From an optimization exercise on the open Yosys and OpenROAD flow, aimed at small area, a short achievable clock period and few clock cycles per item; shortcuts taken in it are not production practice.
Where RTL was checked, it was by simulation tests only, not by an equivalence proof against the original.
For run 2, only the layout was checked, not whether the RTL still works.
Power is estimated from default activity; no workload was simulated.

==> design.v <==
`timescale 1ns/1ps
`default_nettype none
module ldl_solve_top (
    input  logic        clk,
    input  logic        rst,
    input  logic [7:0]  paddr,
    input  logic        psel,
    input  logic        penable,
    input  logic        pwrite,
    input  logic [31:0] pwdata,
    output logic [31:0] prdata,
    output logic        pready,
    output logic        pslverr,
    output logic        done
);
    logic [15:0] lw [0:15];
    logic [15:0] dw [0:3];
    logic [15:0] ww [0:3];
    logic [4:0] word;
    logic [4:0] wword_q;
    logic       wr_q;
    assign word = paddr[6:2];
    always_ff @(posedge clk) begin
        if (rst) begin
            wr_q <= 1'b0;
        end else begin
            wr_q <= psel && !penable && pwrite && !paddr[7];
        end
        wword_q <= word;
    end
    for (genvar k = 0; k < 16; k++) begin : g_l
        always_ff @(posedge clk) begin
            if (wr_q && wword_q == 5'(k)) lw[k] <= pwdata[15:0];
        end
    end
    for (genvar k = 0; k < 4; k++) begin : g_d
        always_ff @(posedge clk) begin
            if (wr_q && wword_q == 5'(16 + k)) dw[k] <= pwdata[15:0];
        end
    end
    logic        busy;
    logic        v2;
    logic [1:0]  dst2;
    logic [15:0] result;
    logic [15:0] lo_q;
    logic [15:0] hi_q;
    logic [15:0] hi_word;
    logic        status_q;
    logic        err_q;
    logic        rd_fwd;
    assign rd_fwd = v2 && paddr[3:2] == dst2;
    always_comb begin
        hi_word = '0;
        if (!paddr[7] && paddr[6] && !paddr[5]) begin
            if (!paddr[4])    hi_word = dw[paddr[3:2]];
            else if (rd_fwd)  hi_word = result;
            else              hi_word = ww[paddr[3:2]];
        end
    end
    always_ff @(posedge clk) begin
        lo_q     <= (paddr[7] || paddr[6]) ? 16'h0 : lw[paddr[5:2]];
        hi_q     <= hi_word;
        status_q <= (paddr == 8'h84);
        err_q    <= (paddr > 8'h84);
    end
    logic [15:0] rdata;
    assign rdata = hi_q | lo_q;
    assign pready  = 1'b1;
    assign pslverr = err_q;
    assign prdata  = {16'h0, rdata[15:2],
                      status_q ? {done, busy} : rdata[1:0]};
    logic       ctrl_go;
    logic       go;
    logic       launch;
    logic       pend;
    logic       accept;
    logic       run;
    logic [3:0] step;
    logic [3:0] nxt;
    assign ctrl_go = pwrite && paddr == 8'h80 && pwdata[0] && !busy;
    assign go      = psel && ctrl_go && !run && !v2;
    assign launch  = go || pend;
    assign accept  = psel && penable && ctrl_go;
    assign nxt     = run ? step + 4'd1 : {3'b000, launch};
    always_ff @(posedge clk) begin
        if (rst) begin
            run   <= 1'b0;
            pend  <= 1'b0;
            step  <= '0;
            v2    <= 1'b0;
            busy  <= 1'b0;
            done  <= 1'b0;
        end else begin
            v2    <= launch || run;
            pend  <= accept && !launch && !run;
            step  <= nxt;
            run   <= launch || (run && step != 4'd15);
            if (accept) begin
                busy <= 1'b1;
                done <= 1'b0;
            end else if (run && step == 4'd15) begin
                busy <= 1'b0;
                done <= 1'b1;
            end
        end
    end
    logic [3:0]  nrun;
    logic [15:0] a_op;
    logic [1:0]  src;
    logic [1:0]  dst;
    logic        acc;
    assign nrun = step + 4'd1;
    always_comb begin
        a_op = lw[4];
        src  = 2'd0;
        dst  = 2'd1;
        acc  = 1'b1;
        case (nrun)
            4'd0:  begin a_op = lw[4];  src = 2'd0; dst = 2'd1; acc = 1'b1; end
            4'd1:  begin a_op = lw[8];  src = 2'd0; dst = 2'd2; acc = 1'b1; end
            4'd2:  begin a_op = lw[9];  src = 2'd1; dst = 2'd2; acc = 1'b1; end
            4'd3:  begin a_op = lw[12]; src = 2'd0; dst = 2'd3; acc = 1'b1; end
            4'd4:  begin a_op = lw[14]; src = 2'd2; dst = 2'd3; acc = 1'b1; end
            4'd5:  begin a_op = lw[13]; src = 2'd1; dst = 2'd3; acc = 1'b1; end
            4'd6:  begin a_op = dw[0];  src = 2'd0; dst = 2'd0; acc = 1'b0; end
            4'd7:  begin a_op = dw[3];  src = 2'd3; dst = 2'd3; acc = 1'b0; end
            4'd8:  begin a_op = dw[2];  src = 2'd2; dst = 2'd2; acc = 1'b0; end
            4'd9:  begin a_op = lw[14]; src = 2'd3; dst = 2'd2; acc = 1'b1; end
            4'd10: begin a_op = dw[1];  src = 2'd1; dst = 2'd1; acc = 1'b0; end
            4'd11: begin a_op = lw[13]; src = 2'd3; dst = 2'd1; acc = 1'b1; end
            4'd12: begin a_op = lw[12]; src = 2'd3; dst = 2'd0; acc = 1'b1; end
            4'd13: begin a_op = lw[9];  src = 2'd2; dst = 2'd1; acc = 1'b1; end
            4'd14: begin a_op = lw[8];  src = 2'd2; dst = 2'd0; acc = 1'b1; end
            4'd15: begin a_op = lw[4];  src = 2'd1; dst = 2'd0; acc = 1'b1; end
            default: ;
        endcase
    end
    logic [15:0] a_idle;
    logic [23:0] bd_run;
    logic [23:0] bd_idle;
    logic [23:0] bd_op1;
    assign a_idle = (wr_q && wword_q == 5'd4) ? pwdata[15:0] : lw[4];
    booth_enc enc_run  (.a(a_op),   .sub(acc),  .d(bd_run));
    booth_enc enc_idle (.a(a_idle), .sub(1'b1), .d(bd_idle));
    booth_enc enc_op1  (.a(lw[8]),  .sub(1'b1), .d(bd_op1));
    logic [15:0] b_in;
    logic [1:0]  src_n;
    assign src_n = run ? src : 2'd0;
    always_comb begin
        b_in = ww[src_n];
        if (!run && wr_q && wword_q == 5'd20) b_in = pwdata[15:0];
        if (v2 && dst2 == src_n) b_in = result;
    end
    logic [7:0]  bneg_q;
    logic [7:0]  bone_q;
    logic [7:0]  btwo_q;
    logic [15:0] b_q;
    logic [1:0]  dst_q;
    logic        acc_q;
    always_ff @(posedge clk) begin
        {bneg_q, bone_q, btwo_q} <= run ? bd_run : launch ? bd_op1 : bd_idle;
        b_q   <= b_in;
        dst_q <= run ? dst : launch ? 2'd2 : 2'd1;
        acc_q <= run ? acc : 1'b1;
    end
    logic [15:0] pp [0:8];
    logic [15:0] sum_q;
    logic [15:0] cry_q;
    logic [15:0] sum_d;
    logic [15:0] cry_d;
    logic        x15_d;
    logic        x15_q;
    for (genvar k = 0; k < 8; k++) begin : g_pp
        logic [15:0] b1;
        logic [15:0] b2;
        logic [15:0] m;
        assign b1 = b_q << (2 * k);
        assign b2 = b_q << (2 * k + 1);
        assign m  = ({16{bone_q[k]}} & b1) | ({16{btwo_q[k]}} & b2);
        assign pp[k] = (m ^ {16{bneg_q[k]}}) & (16'hffff << (2 * k));
    end
    assign pp[8] = {1'b0, bneg_q[7], 1'b0, bneg_q[6], 1'b0, bneg_q[5], 1'b0, bneg_q[4],
                    1'b0, bneg_q[3], 1'b0, bneg_q[2], 1'b0, bneg_q[1], 1'b0, bneg_q[0]};
    csa_tree9 tree_i (
        .pp0 (pp[0]), .pp1 (pp[1]), .pp2 (pp[2]), .pp3 (pp[3]),
        .pp4 (pp[4]), .pp5 (pp[5]), .pp6 (pp[6]), .pp7 (pp[7]),
        .pp8 (pp[8]),
        .s   (sum_d),
        .c   (cry_d),
        .x15 (x15_d)
    );
    logic [15:0] base_q;
    logic [15:0] base_d;
    always_comb begin
        base_d = ww[dst_q];
        if (v2 && dst2 == dst_q) base_d = result;
        if (!acc_q) base_d = '0;
    end
    always_ff @(posedge clk) begin
        sum_q  <= sum_d;
        cry_q  <= cry_d;
        x15_q  <= x15_d;
        base_q <= base_d;
        dst2   <= dst_q;
    end
    logic [15:0] t_s;
    logic [15:0] t_c;
    assign t_s  = base_q ^ sum_q ^ cry_q ^ {x15_q, 15'h0};
    assign t_c  = {(base_q[14:0] & sum_q[14:0]) | (base_q[14:0] & cry_q[14:0]) |
                   (sum_q[14:0] & cry_q[14:0]), 1'b0};
    assign result = t_s + t_c;
    logic [15:0] w_wdata;
    assign w_wdata = v2 ? result : pwdata[15:0];
    for (genvar k = 0; k < 4; k++) begin : g_w
        always_ff @(posedge clk) begin
            if ((v2 && dst2 == 2'(k)) || (wr_q && wword_q == 5'(20 + k))) begin
                ww[k] <= w_wdata;
            end
        end
    end
endmodule
module booth_enc (
    input  logic [15:0] a,
    input  logic        sub,
    output logic [23:0] d
);
    logic [16:0] ax;
    logic [7:0]  dn;
    logic [7:0]  d1;
    logic [7:0]  d2;
    assign ax = {a, 1'b0};
    always_comb begin
        for (int k = 0; k < 8; k++) begin
            dn[k] = (ax[2*k+2] && !(ax[2*k+1] && ax[2*k])) ^ sub;
            d1[k] = ax[2*k+1] ^ ax[2*k];
            d2[k] = (ax[2*k+2] && !ax[2*k+1] && !ax[2*k]) ||
                    (!ax[2*k+2] && ax[2*k+1] && ax[2*k]);
        end
    end
    assign d = {dn, d1, d2};
endmodule
module csa_tree9 (
    input  logic [15:0] pp0, pp1, pp2, pp3, pp4, pp5, pp6, pp7, pp8,
    output logic [15:0] s,
    output logic [15:0] c,
    output logic        x15
);
    logic [14:0] a0s, a0c, a1s, a1c, a2s, a2c;
    logic        a0o, a1o, a2o;
    csa15 l1a (.x(pp0[14:0]), .y(pp1[14:0]), .z(pp8[14:0]), .s(a0s), .c(a0c), .co(a0o));
    csa15 l1b (.x(pp2[14:0]), .y(pp3[14:0]), .z(pp4[14:0]), .s(a1s), .c(a1c), .co(a1o));
    csa15 l1c (.x(pp5[14:0]), .y(pp6[14:0]), .z(pp7[14:0]), .s(a2s), .c(a2c), .co(a2o));
    logic [14:0] b0s, b0c, b1s, b1c;
    logic        b0o, b1o;
    csa15 l2a (.x(a0s), .y(a0c), .z(a1s), .s(b0s), .c(b0c), .co(b0o));
    csa15 l2b (.x(a1c), .y(a2s), .z(a2c), .s(b1s), .c(b1c), .co(b1o));
    logic [14:0] c0s, c0c;
    logic        c0o;
    csa15 l3a (.x(b0s), .y(b0c), .z(b1s), .s(c0s), .c(c0c), .co(c0o));
    logic [14:0] d0s, d0c;
    logic        d0o;
    csa15 l4a (.x(c0s), .y(c0c), .z(b1c), .s(d0s), .c(d0c), .co(d0o));
    logic p15;
    assign p15 = ((pp0[15] ^ pp1[15]) ^ (pp2[15] ^ pp3[15])) ^
                 ((pp4[15] ^ pp5[15]) ^ (pp6[15] ^ pp7[15])) ^ pp8[15];
    assign s   = {p15 ^ a0o ^ a1o ^ a2o, d0s};
    assign c   = {d0o, d0c};
    assign x15 = b0o ^ b1o ^ c0o;
endmodule
module csa15 (
    input  logic [14:0] x,
    input  logic [14:0] y,
    input  logic [14:0] z,
    output logic [14:0] s,
    output logic [14:0] c,
    output logic        co
);
    logic [14:0] m;
    assign s  = x ^ y ^ z;
    assign m  = (x & y) | (x & z) | (y & z);
    assign c  = {m[13:0], 1'b0};
    assign co = m[14];
endmodule
`default_nettype wire
==> run.sh <==
#!/bin/bash
# synth_recipe.tcl (not shown) runs the flow's synth.tcl, then flattens the netlist and writes it again
# the make line also repeats each setting of config.mk as NAME=value (left out here)
make -C /OpenROAD-flow-scripts/flow DESIGN_CONFIG=/design/flow/config.mk WORK_HOME=/design/flow/orfs CLKGATE_MAP_FILE= SYNTH_SCRIPT=/design/flow/synth_recipe.tcl finish
==> config.mk <==
export PLATFORM = sky130hd
export DESIGN_NAME = ldl_solve_top
export DESIGN_NICKNAME = ldl_solve_top
export VERILOG_FILES = /design/flow/design.v
export SDC_FILE = /design/flow/constraint.sdc
export NUM_CORES = 4
export LEC_CHECK = 0
export CAP_MARGIN = 20
export CORE_MARGIN = 2
export CORE_UTILIZATION = 60
export CTS_CLUSTER_DIAMETER = 80
export CTS_CLUSTER_SIZE = 30
export SETUP_SLACK_MARGIN = 4.0
export SLEW_MARGIN = 20
export TNS_END_PERCENT = 10
==> constraint.sdc <==
create_clock -name core_clock -period 7.0 [get_ports {clk}]
set_input_delay 1.4000 -clock core_clock [delete_from_list [all_inputs] [get_ports {clk}]]
set_output_delay 1.4000 -clock core_clock [all_outputs]
set_load 0.01 [all_outputs]
==> results_dict.tcl, run 1 <==
set metrics [dict create \
    outcome "finished clean" \
    number_of_iterations_in_the_first_detailed_routing_pass 7 \
    postSynth.topFlopCell "edfxtp_1" \
    ctsLongestPathBuffers 3 \
    cts_hold_buffers 0 \
    power.density_mw_per_mm2 263 \
    cp-start-kind "flip-flop" \
    clk_pin_slew_ns 0.10 \
    ioPinCount 80 \
    worst_skew_pair.late_latency_ns 0.63 \
    timing.critical_path.to_type "output port" \
    postRouteAntennaNets 0 \
    drv_slew 0 \
    antenna_found_initial 1 \
    worstHoldPathType "reg2reg" \
    grt_start_max_net_pins 45 \
    layout_common_cells "edfxtp_1 (368), a22oi_1 (194), dfxtp_1 (131), nand2_1 (104), buf_4 (94)" \
    first_global_vias 17643 \
    postSynthRegisterBits 522 \
    netlist_instances 1975 \
    fin_nets 2206 \
    critPathRequiredTime_ns 5.60 \
    detail_route.wl_per_cell_um 28.1 \
    gr-total-overflow 0 \
    floorplan.die_area_mm2 0.0445 \
    worst-path-max-fanout 1 \
    preCtsSetupSlack_ns 2.61 \
    placement.io_buffers 46 \
    htree_num_levels 1 \
    global_route.usage.total_pct 33.1 \
    route.detailed.vias_per_inst 6.85 \
    vias 17809 \
    residual_drc_count 0 \
    clock_sinks 522 \
    layout_commonest_cell "edfxtp_1" \
    synthesis.yosys.warnings 10 \
    die_height_um 211 \
    floorplan.initialDensity_pct 60.9 \
    final_layout_size_suffix_gt1_share_pct 19.3 \
    setup_ws_ns 3.80 \
    timing_hold_violations_final 0 \
    total_wire_length_after_detailed_routing_um 73000 \
    rsz0062_at_grt "true" \
    worst_hold_path.num_cells 2 \
    period_share_pct 45.7 \
    tritoncts "done" \
    setup_viol 0 \
    timing.clock.skew_ns 0.0426 \
    post-dp-hpwl_um 49100 \
    place.gp.congestion 0.893 \
    period_minus_slack_ns 3.20 \
    drt_iter0_drc 2147 \
    synth_enable_flop_cells 368 \
    clock.fmax_ghz 0.313 \
    r2r_cells 11 \
    timing_worst_setup_path_type "reg2out" \
    syn-cell-area_mm2 0.0257 \
    seq_area_frac_synth_pct 55.1 \
    first_pass_grt_wire_length_um 109000 \
    total_leakage_power_nw 10.2 \
    filler_cell_count 3040 \
    cap_viol_max_count 0 \
    numCtsBuffers 28 \
    vdd_drop_max_mv 0.379 \
    floorplan.core_area_mm2 0.0421 \
    synth.lib_cells_used.distinct 89 \
    ys_async_sr_fraction_pct 0 \
    die_width_um 211 \
    ctsRootBufferMaster "clkbuf_16" \
    slew-limit-headroom_pct 27.3 \
    critPathArrivalTime_ns 1.80 \
    synthesis_to_layout_area_growth_pct 11.3 \
    sum_neg_setup_slack_ns 0 \
    core.rowCount 75 \
    syn_area_per_cell_um2 13.0 \
    slew_at_the_pin_closest_to_its_max_slew_limit_ns 1.09 \
]
## cells by family (layout without fill, tap and decap cells)
kind of cell             after synthesis  count (layout)  synth area share, %
flip-flops                           522             522                 55.1
AO/OA/AOI/OAI                        496             497                 14.5
AND/OR/NAND/NOR                      380             380                 7.54
buffers and inverters                213             281                 3.67
multiplexers                         131             131                 7.88
adder cells (fa/ha/maj)              122             122                 7.41
XOR/XNOR                             109             110                 3.89
other                                  2              18               0.0293
## path summary, 6_finish.rpt
check	start	end	slack, ns
worst min-delay path	busy$_SDFFE_PP0P_	busy$_SDFFE_PP0P_	0.51
worst max register to register	sum_q[7]$_DFF_P_	hi_q[14]$_SDFF_PN0_	3.85
worst min register to register	busy$_SDFFE_PP0P_	busy$_SDFFE_PP0P_	0.51
worst max-delay path	lo_q[7]$_SDFF_PP0_	prdata[7]	3.80
## sequential cells by signal, summed over array words and instances, names as in the netlist, 2 cells and up
signal,flops
bone_q,8
dst_q,2
lw,256
wword_q,5
base_q,16
btwo_q,8
lo_q,16
step,4
dw,64
b_q,16
bneg_q,8
dst2,2
cry_q,11
ww,64
sum_q,16
hi_q,16
## repair_timing
action | 4_1_cts | 5_1_grt
pin swaps | 17 | 7
gates cloned | 2 | 0
setup endpoints to repair | 125 | 115
hold endpoints to repair | 0 | 0
setup buffers | 31 | 5
gates resized for setup | 70 | 36
## cells in the mapped netlist, drive strengths merged, types with 53 or more instances
master  count  area [um^2]
edfxtp    368        11100
a22oi     196         1480
dfxtp     154         3080
nand2     105          397
nor2       87          329
inv        80          300
xnor2      78          702
clkbuf     77          289
ha         72          901
buf        55          350
o21ai      53          265
## critical path, stage by stage (launching register included)
cell             delay, ns
dfxtp_1               0.33
or2_2                 0.35
clkdlybuf4s50_1       0.49
## where the power goes
group / switching (mW) / internal (mW)
logic: 1.21 / 0.896
clock network: 1.11 / 0.817
registers: 0.0810 / 3.41
## area by class of cell
type	count	area [um^2]	share of cell area, %
Multi-Input combinational cell	1257	11100	39.0
Clock inverter	17	238	0.832
Antenna cell	1	2.50	0.00876
Clock buffer	34	733	2.57
Sequential cell	522	14200	49.6
Inverter	81	308	1.08
Tap cell	539	674	2.36
Timing Repair Buffer	149	1290	4.53
## stage by stage
stage	instance area [um^2]	std cells	hold WS, ns	util [%]	power [mW]
final	28600	2600	0.506	67.8	7.52
after global routing	28600	2599	0.547	67.8	7.89
after CTS	28400	2594	0.505	67.4	7.46
after detailed placement	26800	2510	0.484	63.7	5.37
after global placement	26800	2510	0.474	63.7	5.33
after floorplan	25800	1990	0.329	-	4.80
## routing by layer
layer,vias up,wire length [um],global-route usage [%]
met3,177,6550,5.23
met4,0,2790,11.7
li1,7752,-,-
met5,-,0,0
met2,1004,35100,55.5
met1,8876,28600,44.3
Testbench counts, summed over its fixed seeds: cycles 2,784, solves 72.
==> inputs of run 2 (changes only) <==
--- a/design.v
+++ b/design.v
@@ -52,9 +52,8 @@
     always_comb begin
         hi_word = '0;
-        if (!paddr[7] && paddr[6] && !paddr[5]) begin
-            if (!paddr[4])    hi_word = dw[paddr[3:2]];
-            else if (rd_fwd)  hi_word = result;
-            else              hi_word = ww[paddr[3:2]];
-        end
+        if (!paddr[7] && paddr[6] && !paddr[5])
+            hi_word = paddr[4] ? ww[paddr[3:2]] : dw[paddr[3:2]];
+        if (!paddr[7] && paddr[6:4] == 3'b101 && rd_fwd)
+            hi_word = result;
     end
     always_ff @(posedge clk) begin
@@ -193,7 +192,6 @@
     logic [15:0] base_d;
     always_comb begin
-        base_d = ww[dst_q];
-        if (v2 && dst2 == dst_q) base_d = result;
-        if (!acc_q) base_d = '0;
+        base_d = acc_q ? ww[dst_q] : 16'h0;
+        if (acc_q && v2 && dst2 == dst_q) base_d = result;
     end
     always_ff @(posedge clk) begin
--- a/config.mk
+++ b/config.mk
@@ -13,3 +13,2 @@
 export SETUP_SLACK_MARGIN = 4.0
 export SLEW_MARGIN = 20
-export TNS_END_PERCENT = 10
==> run 2 against run 1 <==
  * Register-to-register slack lost 0.17 ns
  * Cell count grew 9.2%
  * Clock-buffer cell count shrank 2
  * Clock power grew 7%
  * Hold slack lost 0.016 ns
  * Critical endpoint is now bneg_q[2]$_DFF_P_
  * Non-clock buffer count grew 137
  * Via count grew 11%
  * Critical path type is now reg2reg
==> results_dict.tcl, run 2 <==
set metrics [dict create \
    period_share_pct 47.5 \
    worstReg2RegStart "step[0]$_SDFF_PP0_" \
    synth_enable_flop_cells 368 \
    synth.area.top_cells "edfxtp_1 (42%), dfxtp_1 (12%), a22oi_1 (5.0%)" \
    critPathBufInv 5 \
    vdd_drop_max_mv 0.271 \
    finish.utilization_pct 72.8 \
    grt_start_max_net_pins 42 \
    commonest_cells_post_synth "edfxtp_1 (368), a22oi_1 (173), dfxtp_1 (154), inv_1 (99), nor2_1 (90)" \
    synth.lib_cells_used.distinct 88 \
    cpMostUsedCell "buf_6" \
    r2r_cells 15 \
    total_leakage_power_nw 11.6 \
    clock.fmax_ghz 0.301 \
    ioPinCount 80 \
    postRouteAntennaNets 0 \
    netlist_instances 2048 \
    die_height_um 212 \
    core.rowCount 76 \
    postSynth.topFlopCell "edfxtp_1" \
    numCtsBuffers 29 \
    htree_num_levels 1 \
    synth.top_cell.area_share_pct 42.4 \
    post-dp-hpwl_um 55000 \
    place.gp.congestion 0.891 \
    critPathRequiredTime_ns 7.49 \
    slew_at_the_pin_closest_to_its_max_slew_limit_ns 1.15 \
    first_pass_grt_wire_length_um 124000 \
    syn_area_per_cell_um2 12.7 \
    detailed_place.area_mm2 0.0273 \
    seq_area_mm2 0.0142 \
    critical_path.top_delay_family "compound AO/OA/AOI/OAI gates" \
    setup_viol 0 \
    rsz0062_at_grt "true" \
    timing_worst_setup_path_type "reg2reg" \
    post-synth-top-count-cell "edfxtp_1" \
    total_wire_length_after_detailed_routing_um 87800 \
    first_global_vias 18667 \
    timing_hold_violations_final 0 \
    antenna_found_initial 2 \
    regMostFlops "lw" \
    detail_route.wl_per_cell_um 30.9 \
    crit_start "step[0]$_SDFF_PP0_" \
    synthesis.yosys.warnings 10 \
    placed_cells 2615 \
    ctsRootBufferMaster "clkbuf_16" \
    critical_path.slowest_cell "a222oi_1" \
    clk_pin_slew_ns 0.11 \
    worst_hold_path.num_cells 2 \
    fin_nets 2398 \
    flip_flop_count_of_the_largest_register_all_copies_and_words_added 256 \
    critPathArrivalTime_ns 3.82 \
    multi_input_comb_area_mm2 0.0120 \
    die_width_um 212 \
    finish.instance_area_mm2 0.0313 \
    hold_path_startpoint "busy$_SDFFE_PP0P_" \
    syn-cell-area_mm2 0.0261 \
    ys_async_sr_fraction_pct 0 \
    gr-total-overflow 0 \
    setup_ws_ns 3.68 \
    clock_sinks 522 \
    preCtsSetupSlack_ns 2.38 \
    worst_skew_pair.late_latency_ns 0.65 \
    layout_common_cells "edfxtp_1 (368), buf_4 (172), a22oi_1 (157), dfxtp_1 (118), inv_1 (90)" \
    placement.io_buffers 46 \
    number_of_iterations_in_the_first_detailed_routing_pass 9 \
    fin_cells 2840 \
    post-synth-top-area-cell "edfxtp_1" \
    global_route.usage.total_pct 38.1 \
    cpPeakStageDelay_ns 0.51 \
    design_power_total_mw 7.68 \
    cts_hold_buffers 0 \
    drt_iter0_drc 2620 \
    seq_area_frac_synth_pct 54.2 \
    cell_chain_critical_path "buf_6 > inv_4 > ha_4 > nor3b_1 > a311oi_2 > a31oi_4 > buf_4 > buf_6 > buf_6 > a222oi_1 > a41oi_2 > ha_4 > nand2b_4 > nand2_1 > o221ai_1" \
    power.density_mw_per_mm2 245 \
    tritoncts "done" \
    hold_ws_ns 0.490 \
    route.detailed.vias_per_inst 6.94 \
    final_layout_size_suffix_gt1_share_pct 27.7 \
    critical_path_cell_count 15 \
    floorplan.initialDensity_pct 60.6 \
    vias 19712 \
    cp-start-kind "flip-flop" \
    floorplan.die_area_mm2 0.0451 \
    r2r_setup_slack_ns 3.68 \
    postSynthRegisterBits 522 \
    ctsLongestPathBuffers 3 \
    timing.critical_path.to_type "flip-flop" \
    slew-limit-headroom_pct 23.6 \
    worst-path-max-fanout 6 \
    timing.clock.skew_ns 0.0413 \
    sum_neg_setup_slack_ns 0 \
    largestRegisters "lw (256), dw (64), ww (64)" \
    synthesis_to_layout_area_growth_pct 20.1 \
    outcome "finished clean" \
    period_minus_slack_ns 3.32 \
    filler_cell_count 2882 \
    residual_drc_count 0 \
    floorplan.core_area_mm2 0.0430 \
    cap_viol_max_count 0 \
    worstHoldPathType "reg2reg" \
    drv_slew 0 \
    layout_commonest_cell "edfxtp_1" \
]
## run 2: kinds of logic after synthesis
kind of cell	synth area share [%]
flops	54.2
compound gates	15.1
simple gates	7.55
buf+inv	4.27
mux	7.73
fa+ha+maj	7.30
xor+xnor	3.74
other cells	0.0288
## run 2: cell type report
class / instances / share of cell area [%]
inverters: 100 / 1.28
flip-flops and latches: 522 / 45.5
clock buffers: 32 / 2.35
diodes: 2 / 0.0160
well taps: 585 / 2.34
clock inverters: 21 / 1.03
multi-input cells: 1292 / 38.4
repair buffers: 286 / 9.06
## run 2: where the power goes
part | total (mW) | internal (mW) | switching [mW]
Combinational | 2.14 | 0.873 | 1.26
Sequential | 3.50 | 3.40 | 0.0937
Clock | 2.05 | 0.882 | 1.17
## run 2: worst paths after layout
kind / to
worst max-delay path: bneg_q[2]$_DFF_P_
worst min-delay path: busy$_SDFFE_PP0P_
worst max register to register: bneg_q[2]$_DFF_P_
worst min register to register: busy$_SDFFE_PP0P_
## run 2: worst reg2reg max path: cells and delay by family, from the launching register on
kind            cells  cell delay, ns
compound gates      5            1.43
fa+ha+maj           2            0.44
buf+inv             5            0.57
flops               1            0.41
simple gates        3            0.34
## run 2: routing by layer
metal	up-vias	GRT usage (%)	routed length, um
met5	-	0	14
li1	8249	-	-
met1	9759	51.0	32300
met2	1408	60.5	40600
met3	294	6.62	9270
met4	2	18.4	5530
## run 2: what timing repair did
item	4_1_cts	5_1_grt
pin swaps	60	67
hold endpoints to repair	0	0
gates cloned	7	4
gates resized for setup	236	143
setup buffers	96	63
setup endpoints to repair	136	89

static timing again, ports no longer ideal:
The flow's constraints put no driver on any port. The routed layouts listed below were extracted and timed again, unchanged, in two steps. Step 1: set_driving_cell puts a clkbuf_16 on clk and a buf_2 on each other input, an assumption about the parent block. Step 2 times the ports against the registers' clock, not the clock port: input delays grow and output delays shrink by t, the midpoint of the rising clock arrivals with the driver on. a / b / c = no drivers / after step 1 / after step 2; a / b = the first two.
run	t (ns)	slack for setup (ns)	hold WS [ns]	pins driven straight from the clock port
run 1	0.674	3.804 / 3.747 / 3.264	0.506 / 0.506 / 0.506	1
run 2	0.687	3.678 / 3.678 / 3.372	0.490 / 0.490 / 0.490	1
After both steps setup and hold are still met in every run listed. The setup slack of run 1, which loses most, moves by -0.057 ns with the drivers and by -0.540 ns with both steps.
